This design comes from an exercise in tuning for small area and a short achievable clock period on the open sky130 flow, not from production work.
Function was checked by simulation only, so behaviour that the tests miss may differ from the original.
The clock input has no modelled driver; a real chip could not lean on it and would need a root buffer or a full tree.
Power figures rest on the tool's default switching activity, not on a simulated workload.

// scoreboard_ctrl
module scoreboard_ctrl (
    input  logic                      clk,
    input  logic                      rst,
    input  sb_pkg::inst_t             inst,
    input  logic                      inst_valid,
    input  logic [sb_pkg::num_fu-1:0] fu_done,
    output logic                      issue_ack,
    output logic [sb_pkg::num_fu-1:0] ro_en,
    output sb_pkg::fu_op_t            ro_op,
    output sb_pkg::reg_idx_t          rs1_ctrl,
    output sb_pkg::reg_idx_t          rs2_ctrl,
    output logic                      reg_write,
    output sb_pkg::fu_id_t            wb_fu,
    output sb_pkg::reg_idx_t          rd_ctrl
);
    logic [4:1]      busy;     
    logic [4:1]      pre;      
    logic [4:1]      rdy1;     
    logic [4:1]      rdy2;
    logic [4:1]      done;     
    logic [4:1][4:0] dst;      
    logic [4:1][4:0] src1;
    logic [4:1][4:0] src2;
    logic [4:0]      op1;      
    logic [3:0]      op2;      
    logic [1:0]      op3;      
    logic [1:0]      op4;
    logic [6:0] opc;
    logic [2:0] f3;
    logic [6:0] f7;
    logic [4:0] rd, rs1, rs2;
    assign opc = inst[6:0];
    assign f3  = inst[14:12];
    assign f7  = inst[31:25];
  ...
Size in the first run: roughly 610 cells after synthesis, roughly 120 flip-flops, about 6400 um2 of cells after synthesis.
export LEC_CHECK = 0
export CAP_MARGIN = 20
export CORE_MARGIN = 2
export CORE_UTILIZATION = 70
export SETUP_SLACK_MARGIN = 2.0
export SLEW_MARGIN = 20
create_clock -name core_clock -period 4.5 [get_ports {clk}]
standard.sh (not shown) runs the stock make flow with config.mk's settings and CLKGATE_MAP_FILE= SYNTH_SCRIPT=/design/flow/synth_recipe.tcl, a recipe that flattens the netlist after the stock synthesis.
==> flow/flow/run.sh <==
#!/bin/bash
# Standard ORFS layout with two changes: the port buffers are plain buffers
# instead of the delay cells buffer_ports picks on its own, and the clock tree
# uses smaller clock buffers and no dummy balancing loads.
set -euo pipefail
export BUFFER_PORTS_ARGS="-buffer_cell sky130_fd_sc_hd__buf_2"
export CTS_ARGS="-sink_clustering_enable -repair_clock_nets -dont_use_dummy_load -buf_list sky130_fd_sc_hd__clkbuf_8 -sink_clustering_size 30"
bash standard.sh > make.log 2>&1
Then changed:
- CORE_UTILIZATION: 70 -> 65
- SETUP_SLACK_MARGIN: 2.0 -> 1.8
The changed run completed without violations.
Setup slack improves by 0.0060 ns.
Sequential power stays flat.
Clock-buffer cell count does not change.
Synthesized cell count does not change.
Synthesized area stays the same.
Die area goes up by 7.4%.
Then changed:
- CORE_UTILIZATION: 65 -> 70
The new run completed without violations. Global-route usage rises by 2.5 points. Clock power rose by about 1%. Worst setup slack degrades by 0.028 ns. Wire length grows by 1.9%. Total power increases by 0.55%. Count of clock-buffer cells in the layout stays the same. Register-to-register slack loses 0.03 ns. Die area goes down by 6.9%. Final area barely changes. Maximum frequency falls by 1.0%. Hold slack got worse by 0.044 ns.

scoreboard_ctrl, a different RTL version from the one above (not shown whole).
For scale: ~610 cells after synthesis, about 120 flip-flops, about 68 I/O pins, ~6600 um^2 of cells after synthesis.
==> flow/config.mk <==
export PLATFORM = sky130hd
export DESIGN_NAME = scoreboard_ctrl
export DESIGN_NICKNAME = scoreboard_ctrl
export VERILOG_FILES = /design/flow/design.v
export SDC_FILE = /design/flow/constraint.sdc
export NUM_CORES = 4
export LEC_CHECK = 0
export CAP_MARGIN = 20
export CORE_MARGIN = 2
export CORE_UTILIZATION = 70
export PLACE_DENSITY = 0.7
export SETUP_SLACK_MARGIN = 2.0
export SLEW_MARGIN = 20
==> flow/constraint.sdc <==
create_clock -name core_clock -period 4.5 [get_ports {clk}]
set_input_delay 0.9000 -clock core_clock [delete_from_list [all_inputs] [get_ports {clk}]]
set_output_delay 0.9000 -clock core_clock [all_outputs]
set_load 0.01 [all_outputs]
==> flow/flow/run.sh <==
#!/bin/bash
# Standard ORFS layout with these changes:
#  - the port buffers are plain buffers instead of the delay cells
#    buffer_ports picks on its own;
#  - the clock tree is a balanced two-level tree built by flow/manual_cts.tcl
#    (one root buffer, one leaf buffer per group of nearby flops), in place of
#    TritonCTS's H-tree; the rest of the CTS step (legalisation, timing
#    repair) runs unchanged.
set -euo pipefail
here=$(pwd)
export BUFFER_PORTS_ARGS="-buffer_cell sky130_fd_sc_hd__buf_2"
export PRE_CTS_TCL="$here/flow/manual_cts.tcl"
export MCTS_CLK=clk
export MCTS_ROOT=sky130_fd_sc_hd__clkbuf_8
export MCTS_LEAF=sky130_fd_sc_hd__clkbuf_8
export MCTS_NLEAF=8
bash standard.sh > make.log 2>&1
Other scripts of this flow, unchanged in this note and not shown: flow/flow/manual_cts.tcl
Change:
--- a/flow/flow/run.sh
+++ b/flow/flow/run.sh
@@ -9,5 +9,5 @@
 set -euo pipefail
 here=$(pwd)
-export BUFFER_PORTS_ARGS="-buffer_cell sky130_fd_sc_hd__buf_2"
+export BUFFER_PORTS_ARGS="-buffer_cell sky130_fd_sc_hd__buf_1"
 export PRE_CTS_TCL="$here/flow/manual_cts.tcl"
 export MCTS_CLK=clk
- CORE_UTILIZATION: 70 -> 65
- PLACE_DENSITY: 0.7 -> not set
The changed run completed with no timing, DRC or antenna violations. Fmax goes down by about 2.2%. Final cell count increases by 3.3%. Setup slack got worse by 55 ps. Routed wire length climbs by about 6.5%. Design area rises by about 3%.
Change:
--- a/flow/flow/run.sh
+++ b/flow/flow/run.sh
@@ -9,5 +9,5 @@
 set -euo pipefail
 here=$(pwd)
-export BUFFER_PORTS_ARGS="-buffer_cell sky130_fd_sc_hd__buf_1"
+export BUFFER_PORTS_ARGS="-buffer_cell sky130_fd_sc_hd__buf_2"
 export PRE_CTS_TCL="$here/flow/manual_cts.tcl"
 export MCTS_CLK=clk
- CORE_UTILIZATION: 65 -> 70
- SETUP_SLACK_MARGIN: 2.0 -> 2.05
=> The changed run finished with timing, DRC and antenna clean. Register-to-register slack is worse by 70 ps. Routed wire length decreases by about 1.5%. Design area is about the same.
Change:
- CORE_UTILIZATION: 70 -> 68
- SETUP_SLACK_MARGIN: 2.05 -> 2.0
After rerunning:
- total power goes up by 0.36%
- design area goes down by 0.70%
- wire length goes down by 0.70%
- via count goes down by 1.2%
- die area goes up by 2.8%
- combinational power is about the same
- clock skew is about the same
- global-route usage goes down by 0.87 points
- worst setup slack loses 76 ps
Change:
- CORE_UTILIZATION: 68 -> 70
Result: The new run produced a clean layout; global-route usage rises by 0.85 points; total power decreases by 1.4%; utilization increases by 1.5 points; worst setup slack improves by 99 ps; die area went down by 2.8%; sequential share of layout area climbs by 1.0 points; flip-flop and latch count is unchanged; area after synthesis stays the same.
Change:
- GPL_TIMING_DRIVEN: not set -> 0
The new run finished clean.
Die area does not change.
Combinational power rises by 32%.
Worst setup slack is worse by 340 ps.
Hold slack barely changes.
Critical path depth increases by 2.
Core utilization goes up by 12 points.
Fmax drops by 12%.
Clock power rose by about 3%.
Design area came out higher by 16%.
Total power came out higher by 10%.
In every run of this note, the design's own scripts or RTL, not TritonCTS, make the clock network.

Another version of the RTL of scoreboard_ctrl (not shown whole).
For scale: ~580 cells after synthesis, roughly 120 flip-flops.
Settings: LEC_CHECK=0, CAP_MARGIN=20, CORE_MARGIN=2, CORE_UTILIZATION=40, SETUP_SLACK_MARGIN=2.0, SLEW_MARGIN=20; clock period 4.5 ns.
==> flow/flow/run.sh <==
#!/bin/bash
# Standard ORFS layout, with the port buffers made from plain buffers
# instead of the delay cells buffer_ports picks on its own.
set -euo pipefail
export BUFFER_PORTS_ARGS="-buffer_cell sky130_fd_sc_hd__buf_2"
bash standard.sh > make.log 2>&1
The baseline completed with no timing, DRC or antenna violations.
Then changed:
--- a/flow/config.mk
+++ b/flow/config.mk
@@ -11 +11 @@
-export SETUP_SLACK_MARGIN = 2.0
+export SETUP_SLACK_MARGIN = 1.5
Die area is unchanged.
Total power drops by a few percent.
Via count fell slightly.
Synthesized cell count does not change.
Wire length drops by a few percent.
Synthesized area stays the same.
Utilization falls by 2.1 points.
Count of clock-buffer cells in the layout rises by 1.

== v38 ==
Another version of the RTL of scoreboard_ctrl (not shown whole).
Size: ~620 cells after synthesis, roughly 68 I/O pins, ~6700 um^2 of cells after synthesis.
==> flow/config.mk <==
export PLATFORM = sky130hd
export DESIGN_NAME = scoreboard_ctrl
export DESIGN_NICKNAME = scoreboard_ctrl
export VERILOG_FILES = /design/flow/design.v
export SDC_FILE = /design/flow/constraint.sdc
export NUM_CORES = 4
export LEC_CHECK = 0
export CAP_MARGIN = 20
export CORE_MARGIN = 2
export CORE_UTILIZATION = 65
export SETUP_SLACK_MARGIN = 1.5
export SLEW_MARGIN = 20
==> flow/constraint.sdc <==
create_clock -name core_clock -period 4.5 [get_ports {clk}]
set_input_delay 0.9000 -clock core_clock [delete_from_list [all_inputs] [get_ports {clk}]]
set_output_delay 0.9000 -clock core_clock [all_outputs]
set_load 0.01 [all_outputs]
==> flow/flow/run.sh <==
#!/bin/bash
# Standard ORFS layout with two changes: the port buffers are plain buffers
# instead of the delay cells buffer_ports picks on its own, and the clock tree
# uses smaller clock buffers and no dummy balancing loads.
set -euo pipefail
export BUFFER_PORTS_ARGS="-buffer_cell sky130_fd_sc_hd__buf_1"
export CTS_ARGS="-sink_clustering_enable -repair_clock_nets -dont_use_dummy_load -buf_list sky130_fd_sc_hd__clkbuf_4 -sink_clustering_size 30"
bash standard.sh > make.log 2>&1
> inputs changed (v38 -> v53)
- CORE_UTILIZATION changed from 65 to 70
==> flow/flow/run.sh <==
#!/bin/bash
# Standard ORFS layout with two changes: the port buffers are plain buffers
# instead of the delay cells buffer_ports picks on its own, and the clock tree
# uses smaller clock buffers and no dummy balancing loads.
set -euo pipefail
export BUFFER_PORTS_ARGS="-buffer_cell sky130_fd_sc_hd__buf_2"
export CTS_ARGS="-sink_clustering_enable -repair_clock_nets -dont_use_dummy_load -buf_list sky130_fd_sc_hd__clkbuf_8 -sink_clustering_size 30"
bash standard.sh > make.log 2>&1
==> comparison <==
The lower die area of v38 and v53 is in v53.
Going from v38 to v53, initial core utilization now larger; half-perimeter wire length of the detailed placement result shrank by about 5%; delay of the slowest critical-path stage went down by 0.03 ns; number of global-route vias before repair went down by 3.4%; wire length per cell went down.
v53: number of diodes added for antenna fixing lower than v38
#### Input delta (v42 over v53)
- a change of CORE_UTILIZATION from 70 to 40
==> flow/flow/run.sh <==
#!/bin/bash
# Standard ORFS layout, with the port buffers made from plain buffers
# instead of the delay cells buffer_ports picks on its own.
set -euo pipefail
export BUFFER_PORTS_ARGS="-buffer_cell sky130_fd_sc_hd__buf_2"
bash standard.sh > make.log 2>&1
--- outcome ---
- Cmp v42 vs v53: peak fanout along the critical path lower in v42
- End of the critical path = rd_q[2]$_DFF_P_: v42; end of the critical path = rs2_ctrl[2]: v53
- Global-route track usage on met3 in v42 is 2.6 points below v53.
- Between v42 and v53, it is v42 whose proportion of power drawn by the clock network is higher, by 14 points.
Setup changes, v42 to v37
- a change of CORE_UTILIZATION from 40 to 70
==> flow/flow/run.sh <==
#!/bin/bash
# Standard ORFS layout with these changes:
#  - synthesis is the standard flow's own script, except that ABC maps with the ORFS speed
#    script minus its final buffering and gate sizing (flow/abc_map.script);
#    the resizer in the later steps sizes the gates against the real timing;
#  - the port buffers are plain buffers instead of the delay cells buffer_ports
#    picks on its own;
#  - the clock tree uses smaller clock buffers and no dummy balancing loads.
set -euo pipefail
here=$(pwd)
{
  echo 'proc abc {args} {'
  echo '  set i [lsearch $args -script]'
  echo "  if {\$i >= 0} { lset args [expr {\$i+1}] $here/flow/abc_map.script }"
  echo '  yosys abc {*}$args'
  echo '}'
  cat synth_recipe.tcl
} > flow/synth_abc.tcl
export BUFFER_PORTS_ARGS="-buffer_cell sky130_fd_sc_hd__buf_2"
export CTS_ARGS="-sink_clustering_enable -repair_clock_nets -dont_use_dummy_load -buf_list sky130_fd_sc_hd__clkbuf_8 -sink_clustering_size 30"
bash standard.sh SYNTH_SCRIPT="$here/flow/synth_abc.tcl" finish > make.log 2>&1
==> flow/flow/abc_map.script (new file) <==
&get -n
&st
&dch
&nf
&st
&syn2
&if -g -K 6
&synch2
&nf
&st
&syn2
&if -g -K 6
&synch2
&nf
&st
&syn2
&if -g -K 6
&synch2
&nf
&st
&syn2
&if -g -K 6
&synch2
&nf
&st
&syn2
&if -g -K 6
&synch2
&nf
&put
==> flow/flow/synth_abc.tcl (new file) <==
proc abc {args} {
  set i [lsearch $args -script]
  if {$i >= 0} { lset args [expr {$i+1}] /design/flow/flow/abc_map.script }
  yosys abc {*}$args
}
proc synth {args} { yosys synth -nofsm -noshare {*}$args }
source $::env(SCRIPTS_DIR)/synth.tcl
# left out here: clear keep_hierarchy, flatten, clean up, hide names made inside functions, write 1_2_yosys.v
Notes after the runs:
- v37 reached the final stage; the timing, design-rule and antenna checks on its layout passed.
- Re sum of internal, switching and leakage power: v42 and v37 aren't equal, and the higher value belongs to v42.
- Looking at first element of the critical path, the rdy1[2]$_DFF_PP0_ result is from v37; the rdy2[1]$_DFF_PP0_ one comes from v42.
- Diff v42 -> v37: slew at the pin with the worst max-slew slack fell 0.10 ns; count of clock-net buffers in the final layout fell 2; setup-violating endpoint count in the final report about even.
- The higher headroom to the max-slew limit came out of v37.

-- separate check: timing with driven ports --
In the flow no input, the clock included, has a driving cell. The finished layouts below were timed again as built, in two steps. Step 1, drivers: a clkbuf_16 drives clk and a buf_2 each remaining input, both assumed. Step 2 times the ports against the registers' clock, not the clock port: input delays grow and output delays shrink by t, the midpoint of the rising clock arrivals with the driver on. a / b / c = ideal ports / drivers / drivers and shift; a / b = the first two.
run | t, ns | setup slack, ns | hold slack, ns | worst setup path at the end | clock arrival spread, ns
the first run of note 1 | 0.453 | 1.732 / 1.697 / 1.616 | 0.483 / 0.483 / 0.483 | input to register | 0.031 / 0.031
the second run of note 1 | 0.467 | 1.738 / 1.703 / 1.530 | 0.481 / 0.481 / 0.481 | input to register | 0.019 / 0.019
the third run of note 1 | 0.449 | 1.710 / 1.674 / 1.504 | 0.437 / 0.425 / 0.492 | input to register | 0.035 / 0.035
the first run of note 2 | 0.421 | 2.049 / 2.019 / 1.624 | 0.449 / 0.449 / 0.449 | input to register | 0.007 / 0.007
the second run of note 2 | 0.436 | 1.994 / 1.994 / 1.560 | 0.443 / 0.443 / 0.443 | input to register | 0.016 / 0.016
the third run of note 2 | 0.427 | 2.026 / 2.030 / 1.605 | 0.446 / 0.446 / 0.446 | input to register | 0.012 / 0.012
the fourth run of note 2 | 0.437 | 1.950 / 1.929 / 1.492 | 0.445 / 0.445 / 0.445 | input to register | 0.012 / 0.012
the fifth run of note 2 | 0.421 | 2.049 / 2.019 / 1.624 | 0.449 / 0.449 / 0.449 | input to register | 0.007 / 0.007
the sixth run of note 2 | 0.442 | 1.711 / 1.715 / 1.273 | 0.448 / 0.448 / 0.448 | input to register | 0.015 / 0.014
the first run of note 3 | 0.462 | 1.225 / 1.183 / 1.645 | 0.497 / 0.497 / 0.497 | register to output | 0.017 / 0.017
the second run of note 3 | 0.458 | 1.238 / 1.192 / 1.352 | 0.499 / 0.499 / 0.499 | input to register | 0.012 / 0.012
v38 | 0.574 | 1.538 / 1.498 / 1.276 | 0.398 / 0.377 / 0.522 | input to register | 0.030 / 0.029
v53 | 0.469 | 1.684 / 1.648 / 1.389 | 0.506 / 0.506 / 0.506 | input to register | 0.027 / 0.027
v42 | 0.457 | 1.521 / 1.521 / 1.296 | 0.495 / 0.495 / 0.495 | input to register | 0.006 / 0.006
v37 | 0.456 | 1.607 / 1.572 / 1.370 | 0.506 / 0.506 / 0.506 | input to register | 0.033 / 0.033
After both steps setup and hold are still met in every run listed. The setup slack of the fourth run of note 2, which loses most, moves by -0.021 ns with the drivers and by -0.458 ns with both steps.
